Background: an optimization exercise with open tools, aiming at small area and few clock cycles per item. Do not read the settings as production practice. Only simulation tests tie the RTL to the original design; equivalence was not proved.

## argb_unpremultiply_pixel_top
module argb_unpremultiply_pixel_top (
    input  logic       i_clk,
    input  logic       i_rst_n,
    input  logic       i_valid,
    output logic       o_stall,
    input  logic [7:0] i_alpha,
    input  logic [7:0] i_red_in,
    input  logic [7:0] i_green_in,
    input  logic [7:0] i_blue_in,
    input  logic       i_region_end_in,
    output logic       o_valid,
    input  logic       i_stall,
    output logic [7:0] o_red_out,
    output logic [7:0] o_green_out,
    output logic [7:0] o_blue_out,
    output logic       o_wrapped,
    output logic       o_region_end_out
);
Settings: LEC_CHECK=0, ABC_AREA=1, CAP_MARGIN=20, CORE_MARGIN=2, CORE_UTILIZATION=60, PLACE_DENSITY=0.75, SLEW_MARGIN=20; clock period 9.5 ns.
run.sh (not shown) runs the stock make flow with config.mk's settings and CLKGATE_MAP_FILE= SYNTH_SCRIPT=/design/flow/synth_recipe.tcl, a recipe that flattens the netlist after the stock synthesis.
Testbench counts at the start, summed over its fixed seeds: cycles 12,016, items 12,000.
Then changed:
==> flow/flow/run.sh (new file) <==
#!/bin/bash
# Own layout flow: the standard flow (standard.sh, all ORFS steps, standard synthesis)
# with one change: the port buffers that global placement inserts are
# sky130_fd_sc_hd__buf_1 cells (buffer_ports -buffer_cell) instead of ORFS's pick.
# make's full output goes to own_flow.log; ORFS keeps each step's log under orfs/logs/.
set -euo pipefail
W=$PWD
python3 - "$W" <<'PY'
import sys, re, shlex
w = sys.argv[1]
s = open(w + "/standard.sh").read()
s, n = re.subn(r"(SYNTH_SCRIPT=\S+)", lambda m: m.group(1) + " "
               + shlex.quote("BUFFER_PORTS_ARGS=-buffer_cell sky130_fd_sc_hd__buf_1"), s)
assert n == 1, "SYNTH_SCRIPT not found in standard.sh"
open(w + "/own_standard.sh", "w").write(s)
PY
bash "$W/own_standard.sh" > "$W/own_flow.log" 2>&1
==> flow/standard.sh (new file) <==
#!/bin/bash
# synth_recipe.tcl (not shown) runs the flow's synth.tcl, then flattens the netlist and writes it again
# the make line also repeats each setting of config.mk as NAME=value (left out here)
make -C /OpenROAD-flow-scripts/flow DESIGN_CONFIG=/design/flow/config.mk WORK_HOME=/design/flow/orfs CLKGATE_MAP_FILE= SYNTH_SCRIPT=/design/flow/synth_recipe.tcl "${@:-finish}"
--- a/flow/config.mk
+++ b/flow/config.mk
@@ -11,3 +11,4 @@
 export CORE_UTILIZATION = 60
 export PLACE_DENSITY = 0.75
+export SETUP_SLACK_MARGIN = -0.2
 export SLEW_MARGIN = 20
removed: flow/run.sh
What happened: Synthesized area does not change; routed wire length went down by 1.3%; final area fell by 4.8%; cell count fell by 1.0%; setup slack degrades by 0.036 ns.

---

argb_unpremultiply_pixel_top, a different RTL version from the one above (not shown whole).
Size: roughly 2400 cells after synthesis, roughly 65 I/O pins, about 15000 µm² of cells after synthesis.
clock: 9.5 ns
lec_check: 0
cap_margin: 20
core_margin: 2
core_utilization: 60
place_density: 0.75
slew_margin: 20
standard.sh (not shown) runs the stock make flow with config.mk's settings and CLKGATE_MAP_FILE= SYNTH_SCRIPT=/design/flow/synth_recipe.tcl, a recipe that flattens the netlist after the stock synthesis.
==> flow/flow/run.sh <==
#!/bin/bash
# Own layout flow: the standard flow (standard.sh, all ORFS steps) with two changes:
#  1. synthesis: ABC maps the logic with flow/abc_map.script instead of ORFS's script
#     (every other synthesis step, the flip-flop mapping included, is synth_recipe.tcl's);
#  2. the port buffers that global placement inserts are sky130_fd_sc_hd__buf_1.
# make's full output goes to own_flow.log; ORFS keeps each step's log under orfs/logs/.
set -euo pipefail
W=$PWD
F=$W/flow
{
  printf 'proc abc {args} {\n'
  printf '  set i [lsearch -exact $args -script]\n'
  printf '  if {$i >= 0} { lset args [expr {$i + 1}] %s }\n' "$F/abc_map.script"
  printf '  yosys abc {*}$args\n'
  printf '}\n'
  cat "$W/synth_recipe.tcl"
} > "$W/own_synth.tcl"
python3 - "$W" <<'PY'
import sys, re, shlex
w = sys.argv[1]
s = open(w + "/standard.sh").read()
s, n = re.subn(r"SYNTH_SCRIPT=\S+", "SYNTH_SCRIPT=" + shlex.quote(w + "/own_synth.tcl")
               + " " + shlex.quote("BUFFER_PORTS_ARGS=-buffer_cell sky130_fd_sc_hd__buf_1"), s)
assert n == 1, "SYNTH_SCRIPT not found in standard.sh"
open(w + "/own_standard.sh", "w").write(s)
PY
bash "$W/own_standard.sh" > "$W/own_flow.log" 2>&1
==> flow/flow/abc_map.script <==
strash
dch
map -D 6000
topo
buffer -c
topo
dnsize -c -D 6000
stime -c
The starting point ended with an error in 5_1_grt.
Testbench counts at the start, summed over its fixed seeds: cycles 12,016, items 12,000.
Rerun with:
==> flow/flow/run.sh (replaced) <==
#!/bin/bash
# Own layout flow: the standard flow (standard.sh, all ORFS steps, standard synthesis)
# with one change: the port buffers that global placement inserts are
# sky130_fd_sc_hd__buf_1 cells (buffer_ports -buffer_cell) instead of ORFS's pick.
# make's full output goes to own_flow.log; ORFS keeps each step's log under orfs/logs/.
set -euo pipefail
W=$PWD
python3 - "$W" <<'PY'
import sys, re, shlex
w = sys.argv[1]
s = open(w + "/standard.sh").read()
s, n = re.subn(r"(SYNTH_SCRIPT=\S+)", lambda m: m.group(1) + " "
               + shlex.quote("BUFFER_PORTS_ARGS=-buffer_cell sky130_fd_sc_hd__buf_1"), s)
assert n == 1, "SYNTH_SCRIPT not found in standard.sh"
open(w + "/own_standard.sh", "w").write(s)
PY
bash "$W/own_standard.sh" > "$W/own_flow.log" 2>&1
- ABC_AREA: unset -> 1
- SETUP_SLACK_MARGIN: unset -> -0.45
removed: flow/flow/abc_map.script
The changed run completed with no timing, DRC or antenna violations.
Synthesized area grows by a little under a tenth.
Synthesized cell count rose by a few percent.
Rerun with:
- CORE_UTILIZATION: 60 -> 70
- PLACE_DENSITY: 0.75 -> 0.85
- SETUP_SLACK_MARGIN: -0.45 -> -0.2
Outcome: The changed run completed, yet does not pass: negative setup slack. Count of clock-buffer cells in the layout rose by 1. Utilization rose by 13 points. Wire length rose by a few percent. Setup slack degrades by 0.33 ns. Cell area rose by a few percent. Non-clock buffer count rose by 13. Via count rose by a few percent. Maximum frequency fell by a few percent.
Rerun with:
==> flow/run.sh (new file) <==
#!/bin/bash
# synth_recipe.tcl (not shown) runs the flow's synth.tcl, then flattens the netlist and writes it again
# the make line also repeats each setting of config.mk as NAME=value (left out here)
make -C /OpenROAD-flow-scripts/flow DESIGN_CONFIG=/design/flow/config.mk WORK_HOME=/design/flow/orfs CLKGATE_MAP_FILE= SYNTH_SCRIPT=/design/flow/synth_recipe.tcl finish
- CORE_UTILIZATION: 70 -> 40
- PLACE_DENSITY: 0.85 -> 0.6
- SETUP_SLACK_MARGIN: -0.2 -> unset
removed: flow/flow/run.sh
removed: flow/standard.sh
Now the flow finished clean.
Cell count went up by roughly a tenth.
Wire length grows by a few percent.
Core utilization came out lower by 30 points.
Clock-buffer cell count does not change.
Maximum frequency went up by a few percent.
Worst setup slack improved by 0.42 ns.
Rerun with:
==> flow/flow/run.sh (new file) <==
#!/bin/bash
# Own layout flow: the standard flow (standard.sh, all ORFS steps) with two changes:
#  1. synthesis: ABC maps the logic with flow/abc_map.script instead of ORFS's script
#     (every other synthesis step, the flip-flop mapping included, is synth_recipe.tcl's);
#  2. the port buffers that global placement inserts are sky130_fd_sc_hd__buf_1.
# make's full output goes to own_flow.log; ORFS keeps each step's log under orfs/logs/.
set -euo pipefail
W=$PWD
F=$W/flow
{
  printf 'proc abc {args} {\n'
  printf '  set i [lsearch -exact $args -script]\n'
  printf '  if {$i >= 0} { lset args [expr {$i + 1}] %s }\n' "$F/abc_map.script"
  printf '  yosys abc {*}$args\n'
  printf '}\n'
  cat "$W/synth_recipe.tcl"
} > "$W/own_synth.tcl"
python3 - "$W" <<'PY'
import sys, re, shlex
w = sys.argv[1]
s = open(w + "/standard.sh").read()
s, n = re.subn(r"SYNTH_SCRIPT=\S+", "SYNTH_SCRIPT=" + shlex.quote(w + "/own_synth.tcl")
               + " " + shlex.quote("BUFFER_PORTS_ARGS=-buffer_cell sky130_fd_sc_hd__buf_1"), s)
assert n == 1, "SYNTH_SCRIPT not found in standard.sh"
open(w + "/own_standard.sh", "w").write(s)
PY
bash "$W/own_standard.sh" > "$W/own_flow.log" 2>&1
==> flow/flow/abc_map.script (new file) <==
strash; dch; map; topo; dnsize -c; stime -c
==> flow/standard.sh (new file) <==
#!/bin/bash
# synth_recipe.tcl (not shown) runs the flow's synth.tcl, then flattens the netlist and writes it again
# the make line also repeats each setting of config.mk as NAME=value (left out here)
make -C /OpenROAD-flow-scripts/flow DESIGN_CONFIG=/design/flow/config.mk WORK_HOME=/design/flow/orfs CLKGATE_MAP_FILE= SYNTH_SCRIPT=/design/flow/synth_recipe.tcl "${@:-finish}"
- ABC_AREA: 1 -> unset
- CORE_UTILIZATION: 40 -> 60
- PLACE_DENSITY: 0.6 -> 0.75
removed: flow/run.sh
Cell area shrinks by 2.6%.
Worst setup slack is better by 0.15 ns.
Synthesized cell count goes down by 2.2%.
Register-to-register slack degrades by 0.15 ns.
Die area shrinks by 37%.
Clock skew decreases by 0.0051 ns.
Global-route usage came out higher by 10 points.
Synthesized area went down by 6.0%.
Count of clock-buffer cells in the layout came out lower by 1.
Rerun with:
==> flow/flow/run.sh (replaced) <==
#!/bin/bash
# Own layout flow: the standard flow (standard.sh, all ORFS steps, standard synthesis)
# with one change: the port buffers that global placement inserts are
# sky130_fd_sc_hd__buf_1 cells (buffer_ports -buffer_cell) instead of ORFS's pick.
# make's full output goes to own_flow.log; ORFS keeps each step's log under orfs/logs/.
set -euo pipefail
W=$PWD
python3 - "$W" <<'PY'
import sys, re, shlex
w = sys.argv[1]
s = open(w + "/standard.sh").read()
s, n = re.subn(r"(SYNTH_SCRIPT=\S+)", lambda m: m.group(1) + " "
               + shlex.quote("BUFFER_PORTS_ARGS=-buffer_cell sky130_fd_sc_hd__buf_1"), s)
assert n == 1, "SYNTH_SCRIPT not found in standard.sh"
open(w + "/own_standard.sh", "w").write(s)
PY
bash "$W/own_standard.sh" > "$W/own_flow.log" 2>&1
- ABC_AREA: unset -> 1
- SETUP_SLACK_MARGIN: unset -> -0.2
removed: flow/flow/abc_map.script
Effect: Count of clock-buffer cells in the layout is unchanged. Routed wire length is lower by about 6%. Cell count decreases by about 2.2%. Non-clock buffer count came out lower by 48. Flip-flop and latch count is unchanged. Hold slack is about the same.

==> re-timing with driven ports <==
No port has a modelled driver above. Below, the same layouts with a new extraction and two added sets of constraints.
Step 1: set_driving_cell puts a clkbuf_16 on i_clk and a buf_2 on each other input, an assumption about the parent block.
Step 2 adds t to the input delays and takes it off the output delays; t is the mean of the earliest and latest rising clock arrival at the registers after step 1. Input paths then give back, and output paths get back, about the clock's delay inside the block.
Three values: ideal, step 1, step 2; two values: the first two.
| run | t (ns) | setup WS [ns] | worst hold slack (ns) | worst setup path after step 2 | worst register clock-pin slew, ns |
|---|---|---|---|---|---|
| the first run of note 1 | 0.479 | 0.242 / 0.192 / 0.050 | 0.423 / 0.423 / 0.423 | input to register | 0.07 / 0.07 |
| the second run of note 1 | 0.476 | 0.206 / 0.155 / 0.090 | 0.418 / 0.418 / 0.418 | input to register | 0.07 / 0.07 |
| the second run of note 2 | 0.419 | 0.248 / 0.198 / 0.363 | 0.430 / 0.430 / 0.430 | input to register | 0.10 / 0.10 |
| the third run of note 2 | 0.412 | -0.082 / -0.134 / 0.279 | 0.425 / 0.425 / 0.425 | register to output | 0.09 / 0.09 |
| the fourth run of note 2 | 0.423 | 0.338 / 0.288 / 0.379 | 0.422 / 0.422 / 0.422 | input to register | 0.09 / 0.09 |
| the fifth run of note 2 | 0.409 | 0.492 / 0.445 / 0.344 | 0.427 / 0.427 / 0.427 | input to register | 0.08 / 0.08 |
| the sixth run of note 2 | 0.418 | 0.312 / 0.261 / 0.477 | 0.430 / 0.430 / 0.430 | input to register | 0.10 / 0.10 |
The setup slack of the first run of note 1, which loses most, moves by -0.050 ns with the drivers and by -0.192 ns with both steps.
